Background: an optimization exercise with open tools, aiming at small area, a short achievable clock period and few clock cycles. Do not read the settings as production practice. RTL that was checked went through simulation tests only; none was proved equivalent to the original. No activity file was given, so power comes from the tool's default toggle rates.

rev 12:
==> flow/design.v <==
package udpb_pkg;
  localparam logic [15:0] IP_VER_TOS = 16'h4500;
  localparam logic [15:0] IP_FLAGS   = 16'h4000;
  localparam logic [7:0]  PROTO_UDP  = 8'd17;
  localparam logic [15:0] LEN_BASE = 16'd28;
  localparam logic [15:0] SUM_BASE = 16'hFFE8;
  localparam logic [31:0] RST_SOURCE_ADDRESS      = 32'h0606_0600;
  localparam logic [31:0] RST_DESTINATION_ADDRESS = 32'h0;
  localparam logic [15:0] RST_SOURCE_PORT         = 16'd6666;
  localparam logic [15:0] RST_DESTINATION_PORT    = 16'd0;
  localparam logic [7:0]  RST_TIME_TO_LIVE        = 8'd50;
endpackage
module udpb_front
(
  input  logic        clk,
  input  logic        rst,
  input  logic        in_v,
  input  logic [7:0]  in_b,
  input  logic        in_last,
  input  logic        take,
  output logic        go,
  output logic        hold,
  output logic [15:0] job_sum,
  output logic [15:0] job_len,
  output logic        job_ovf
);
  function automatic logic [15:0] oc_add(input logic [15:0] a, input logic [15:0] b);
    logic [16:0] s;
    s = {1'b0, a} + {1'b0, b};
    oc_add = s[15:0] + {15'd0, s[16]};
  endfunction
  logic [15:0] acc;
  logic [15:0] cnt;
  logic        odd;
  logic        ovf;
  logic        fresh;   
  logic [15:0] acc_b;
  logic [15:0] cnt_b;
  logic        odd_b;
  logic        ovf_b;
  logic        cnt_sat;
  assign go    = in_v & (~hold | take);
  assign acc_b = fresh ? udpb_pkg::SUM_BASE : acc;
  assign cnt_b = fresh ? udpb_pkg::LEN_BASE : cnt;
  assign odd_b = ~fresh & odd;
  assign ovf_b = ~fresh & ovf;
  assign cnt_sat = &cnt_b;
  always_ff @(posedge clk) begin
    if (go) begin
      acc <= oc_add(acc_b, odd_b ? {8'h00, in_b} : {in_b, 8'h00});
      cnt <= cnt_sat ? cnt_b : cnt_b + 16'd1;
      odd <= ~odd_b;
      ovf <= ovf_b | cnt_sat;
    end
  end
  always_ff @(posedge clk) begin
    if (rst) begin
      fresh <= 1'b1;
      hold  <= 1'b0;
    end else begin
      if (go) begin
        fresh <= in_last;
      end
      hold <= (go & in_last) | (hold & ~take);
    end
  end
  assign job_sum = acc;
  assign job_len = cnt;
  assign job_ovf = ovf;
endmodule
module udpb_back
(
  input  logic        clk,
  input  logic        rst,
  input  logic        cfg_write,
  input  logic [31:0] sa,
  input  logic [31:0] da,
  input  logic [15:0] sp,
  input  logic [15:0] dp,
  input  logic [7:0]  ttl,
  input  logic        hold,
  input  logic [15:0] job_sum,
  input  logic [15:0] job_len,
  input  logic        job_ovf,
  output logic        take,
  input  logic        pop,
  output logic        empty,
  output logic [21:0] result
);
  function automatic logic [15:0] oc_add(input logic [15:0] a, input logic [15:0] b);
    logic [16:0] s;
    s = {1'b0, a} + {1'b0, b};
    oc_add = s[15:0] + {15'd0, s[16]};
  endfunction
  logic        busy;
  logic        pre;
  logic        dirty;
  logic [3:0]  k;
  logic        empty_r;
  logic [15:0] out_word;
  logic [3:0]  out_idx;
  logic        out_lerr;
  logic        out_eoh;
  logic [15:0] blen;
  logic        bovf;
  logic [15:0] acc_ip;
  logic [15:0] acc_udp;
  logic        adv;
  logic        start_pre;
  logic [15:0] word;
  logic [15:0] ip_op;
  logic [15:0] udp_op;
  assign adv       = busy & (pre | empty_r | pop);
  assign take      = hold & ((~busy & ~dirty) | (adv & ~pre & (k == 4'd13)));
  assign start_pre = ~busy & dirty;
  assign empty  = empty_r;
  assign result = {out_word, out_idx, out_lerr, out_eoh};
  always_comb begin
    case (k)
      4'd0:    word = udpb_pkg::IP_VER_TOS;
      4'd1:    word = blen;
      4'd2:    word = 16'h0000;
      4'd3:    word = udpb_pkg::IP_FLAGS;
      4'd4:    word = {ttl, udpb_pkg::PROTO_UDP};
      4'd5:    word = ~acc_ip;
      4'd6:    word = sa[31:16];
      4'd7:    word = sa[15:0];
      4'd8:    word = da[31:16];
      4'd9:    word = da[15:0];
      4'd10:   word = sp;
      4'd11:   word = dp;
      4'd12:   word = blen - 16'd20;
      default: word = (&acc_udp) ? 16'hFFFF : ~acc_udp;
    endcase
  end
  assign ip_op  = (k == 4'd3) ? {ttl, udpb_pkg::PROTO_UDP} : out_word;
  assign udp_op = (k == 4'd2) ? {out_word[14:0], out_word[15]} : out_word;
  always_ff @(posedge clk) begin
    if (rst) begin
      busy    <= 1'b0;
      pre     <= 1'b0;
      dirty   <= 1'b1;
      empty_r <= 1'b1;
    end else begin
      if (take) begin
        busy <= 1'b1;
      end else if (start_pre) begin
        busy <= 1'b1;
        pre  <= 1'b1;
      end else if (adv & (k == (pre ? 4'd10 : 4'd13))) begin
        busy <= 1'b0;
        pre  <= 1'b0;
      end
      if (cfg_write) begin
        dirty <= 1'b1;
      end else if (start_pre) begin
        dirty <= 1'b0;
      end
      if (adv) begin
        empty_r <= pre;
      end else if (pop) begin
        empty_r <= 1'b1;
      end
    end
  end
  always_ff @(posedge clk) begin
    if (take) begin
      k <= 4'd0;
    end else if (start_pre) begin
      k <= 4'd5;
    end else if (adv) begin
      k <= k + 4'd1;
    end
    if (take) begin
      blen    <= job_len;
      bovf    <= job_ovf;
    end
    if (adv) begin
      out_word <= word;
      out_idx  <= k;
      out_lerr <= bovf;
      out_eoh  <= (k == 4'd13);
    end
    if (adv) begin
      case (k)
        4'd1, 4'd2, 4'd3, 4'd4, 4'd7, 4'd8, 4'd9, 4'd10: acc_ip <= oc_add(acc_ip, ip_op);
        4'd5:    acc_ip <= 16'h0000;
        default: ;
      endcase
    end
    if (take) begin
      acc_udp <= job_sum;
    end else if (adv) begin
      case (k)
        4'd2, 4'd7, 4'd8, 4'd9, 4'd10, 4'd11, 4'd12: acc_udp <= oc_add(acc_udp, udp_op);
        default: ;
      endcase
    end
  end
endmodule
module udp_ipv4_header_builder_unit
(
  input  logic                   clk,
  input  logic                   rst,
  input  logic                   push,
  output logic                   full,
  input  logic [8:0]             item,
  output logic                   empty,
  input  logic                   pop,
  output logic [21:0]            result,
  input  logic                   cfg_write,
  input  logic [2:0]             cfg_index,
  input  logic [31:0]            cfg_data
);
  logic [31:0] sa;
  logic [31:0] da;
  logic [15:0] sp;
  logic [15:0] dp;
  logic [7:0]  ttl;
  logic        full_r;
  logic        in_v;
  logic [7:0]  in_b;
  logic        in_last;
  logic        accept;
  logic        go;
  logic        hold;
  logic        take;
  logic [15:0] job_sum;
  logic [15:0] job_len;
  logic        job_ovf;
  assign full   = full_r;
  assign accept = push & ~full_r;
  always_ff @(posedge clk) begin
    if (rst) begin
      sa  <= udpb_pkg::RST_SOURCE_ADDRESS;
      da  <= udpb_pkg::RST_DESTINATION_ADDRESS;
      sp  <= udpb_pkg::RST_SOURCE_PORT;
      dp  <= udpb_pkg::RST_DESTINATION_PORT;
      ttl <= udpb_pkg::RST_TIME_TO_LIVE;
    end else if (cfg_write) begin
      case (cfg_index)
        3'd0: sa  <= cfg_data;
        3'd1: da  <= cfg_data;
        3'd2: sp  <= cfg_data[15:0];
        3'd3: dp  <= cfg_data[15:0];
        3'd4: ttl <= cfg_data[7:0];
        default: ;
      endcase
    end
  end
  always_ff @(posedge clk) begin
    if (rst) begin
      in_v   <= 1'b0;
      full_r <= 1'b0;
    end else begin
      in_v   <= accept | (in_v & ~go);
      full_r <= (accept | (in_v & ~go)) & ((go & in_last) | (hold & ~take));
    end
    if (accept) begin
      in_b    <= item[8:1];
      in_last <= item[0];
    end
  end
  udpb_front u_front (
    .clk     (clk),
    .rst     (rst),
    .in_v    (in_v),
    .in_b    (in_b),
    .in_last (in_last),
    .take    (take),
    .go      (go),
    .hold    (hold),
    .job_sum (job_sum),
    .job_len (job_len),
    .job_ovf (job_ovf)
  );
  udpb_back u_back (
    .clk       (clk),
    .rst       (rst),
    .cfg_write (cfg_write),
    .sa        (sa),
    .da        (da),
    .sp        (sp),
    .dp        (dp),
    .ttl       (ttl),
    .hold      (hold),
    .job_sum   (job_sum),
    .job_len   (job_len),
    .job_ovf   (job_ovf),
    .take      (take),
    .pop       (pop),
    .empty     (empty),
    .result    (result)
  );
endmodule
Settings: LEC_CHECK=0, ABC_CLOCK_PERIOD_IN_PS=2000, CAP_MARGIN=20, CORE_MARGIN=2, CORE_UTILIZATION=40, SETUP_SLACK_MARGIN=3.8, SLEW_MARGIN=20; clock period 6.0 ns.
run.sh (not shown) runs the stock make flow with config.mk's settings and CLKGATE_MAP_FILE= SYNTH_SCRIPT=/design/flow/synth_recipe.tcl, a recipe that flattens the netlist after the stock synthesis.
Rev 12 ran to completion and came out clean on the timing, DRC and antenna checks.
Inputs modified between rev 12 and rev 13:
diff --git a/flow/config.mk b/flow/config.mk
--- a/flow/config.mk
+++ b/flow/config.mk
@@ -8 +7,0 @@
-export ABC_CLOCK_PERIOD_IN_PS = 2000
@@ -12 +10,0 @@
-export SETUP_SLACK_MARGIN = 3.8
==> notes.md <==
Peak per-stage delay on the critical path: rev 13 > rev 12. Number of combinational gates with multiple inputs, rev 12 and rev 13, higher one = rev 12. For rev 12 and rev 13, there was not a single run that failed to finish clean. Total design power, rev 12 and rev 13: lower on rev 13.
No functional check of the RTL was part of any run of this note.

udp_ipv4_header_builder_unit, a different RTL version from the one above (not shown whole).
Size in the first run: roughly 1100 cells after synthesis, about 230 flip-flops, roughly 12000 um2 of cells after synthesis.
## udp_ipv4_header_builder_unit
module udp_ipv4_header_builder_unit
(
  input  logic                   clk,
  input  logic                   rst,
  input  logic                   push,
  output logic                   full,
  input  logic [8:0]             item,
  output logic                   empty,
  input  logic                   pop,
  output logic [21:0]            result,
  input  logic                   cfg_write,
  input  logic [2:0]             cfg_index,
  input  logic [31:0]            cfg_data
);
export LEC_CHECK = 0
export ABC_CLOCK_PERIOD_IN_PS = 2200
export CAP_MARGIN = 20
export CORE_MARGIN = 2
export CORE_UTILIZATION = 40
export SETUP_SLACK_MARGIN = 2.9
export SLEW_MARGIN = 20
create_clock -name core_clock -period 6.0 [get_ports {clk}]
standard.sh (not shown) runs the stock make flow with config.mk's settings and CLKGATE_MAP_FILE= SYNTH_SCRIPT=/design/flow/synth_recipe.tcl, a recipe that flattens the netlist after the stock synthesis.
==> flow/flow/run.sh <==
#!/bin/bash
# The standard layout (the standard.sh, synthesis unchanged) with two
# placement/repair settings ORFS reads from the environment:
#  - every port still gets a buffer, but of the smallest plain buffer cell
#    (buf_1, which the resizer may upsize) instead of the delay-cell-sized
#    default that buffer_ports picks;
#  - power recovery after global routing downsizes gates that have slack.
set -euo pipefail
export BUFFER_PORTS_ARGS="-buffer_cell sky130_fd_sc_hd__buf_1"
export RECOVER_POWER=100
bash standard.sh > standard.log 2>&1
The first run ran to the end with violations: max-capacitance violations, max-slew violations.
Testbench counts at the start, summed over its fixed seeds: cycles 55,014.
Edit:
==> flow/flow/run.sh (replaced) <==
#!/bin/bash
# The standard layout (the standard.sh, synthesis unchanged) with one
# placement setting ORFS reads from the environment:
#  every port still gets a buffer, but of the smallest plain buffer cell
#  (buf_1, which the resizer may upsize) instead of the delay-cell-sized
#  default that buffer_ports picks.

set -euo pipefail
export BUFFER_PORTS_ARGS="-buffer_cell sky130_fd_sc_hd__buf_1"
bash standard.sh > standard.log 2>&1
- CTS_CLUSTER_DIAMETER: default -> 80
- CTS_CLUSTER_SIZE: default -> 36
With this change the flow finished with timing, DRC and antenna clean. Wire length falls by 1.3%. Utilization drops by 0.30 points. Total power shrinks by 5.0%. Synthesized area stays the same. Design area is lower by 0.67%. Clock skew hardly moves.
Edit:
- CTS_CLUSTER_DIAMETER: 80 -> default
- CTS_CLUSTER_SIZE: 36 -> default
Critical path depth is unchanged.
Final area rose slightly.
Sequential power barely changes.
Total power rose by a few percent.
Synthesized area stays the same.
Worst setup slack is better by 0.025 ns.
Sequential share of layout area fell by 0.78 points.
Die area stays the same.
Worst hold slack is worse by 0.012 ns.
Edit:
==> flow/run.sh (new file) <==
#!/bin/bash
# synth_recipe.tcl (not shown) runs the flow's synth.tcl, then flattens the netlist and writes it again
# the make line also repeats each setting of config.mk as NAME=value (left out here)
make -C /OpenROAD-flow-scripts/flow DESIGN_CONFIG=/design/flow/config.mk WORK_HOME=/design/flow/orfs CLKGATE_MAP_FILE= SYNTH_SCRIPT=/design/flow/synth_recipe.tcl finish
- CTS_CLUSTER_DIAMETER: default -> 80
- CTS_CLUSTER_SIZE: default -> 40
removed: flow/flow/run.sh
removed: flow/standard.sh
After rerunning: Clock skew went up by 0.0082 ns. Sequential share of layout area went down by 1.3 points. Cell area went up by 2.8%. Synthesized cell count stays the same. Wire length went up by 1.2%. Fmax went up by 0.89%.

==> re-timing with driven ports <==
The flow's constraints put no driver on any port. The routed layouts listed below were extracted and timed again, unchanged, in two steps.
Step 1, drivers: a clkbuf_16 drives clk and a buf_2 each remaining input, both assumed.
Step 2, shift: input delay + t, output delay - t, t = (earliest + latest rising clock arrival at the registers) / 2. This alone moves slack from input paths to output paths.
Slacks: ideal ports / drivers / drivers and shift; pairs: ideal ports / drivers.
| run | t (ns) | slack for setup (ns) | hold slack, ns | latest minus earliest clock arrival (ns) | cell pins on the clock port's net |
|---|---|---|---|---|---|
| rev 12 | 0.591 | 1.668 / 1.668 / 1.668 | 0.437 / 0.437 / 0.437 | 0.022 / 0.023 | 1 |
| rev 13 | 0.589 | 0.792 / 0.792 / 0.792 | 0.449 / 0.449 / 0.449 | 0.013 / 0.013 | 1 |
| the first run of note 2 | 0.585 | 1.724 / 1.724 / 1.285 | 0.434 / 0.434 / 0.434 | 0.026 / 0.026 | 1 |
| the second run of note 2 | 0.542 | 2.949 / 2.949 / 2.478 | 0.444 / 0.444 / 0.444 | 0.026 / 0.025 | 1 |
| the third run of note 2 | 0.586 | 2.974 / 2.974 / 2.615 | 0.432 / 0.432 / 0.432 | 0.028 / 0.028 | 1 |
| the fourth run of note 2 | 0.555 | 3.001 / 2.967 / 2.532 | 0.438 / 0.438 / 0.438 | 0.048 / 0.048 | 1 |
For the second run of note 2, which loses most, drivers alone change the setup slack by 0.000 ns; drivers and shift together by -0.471 ns.
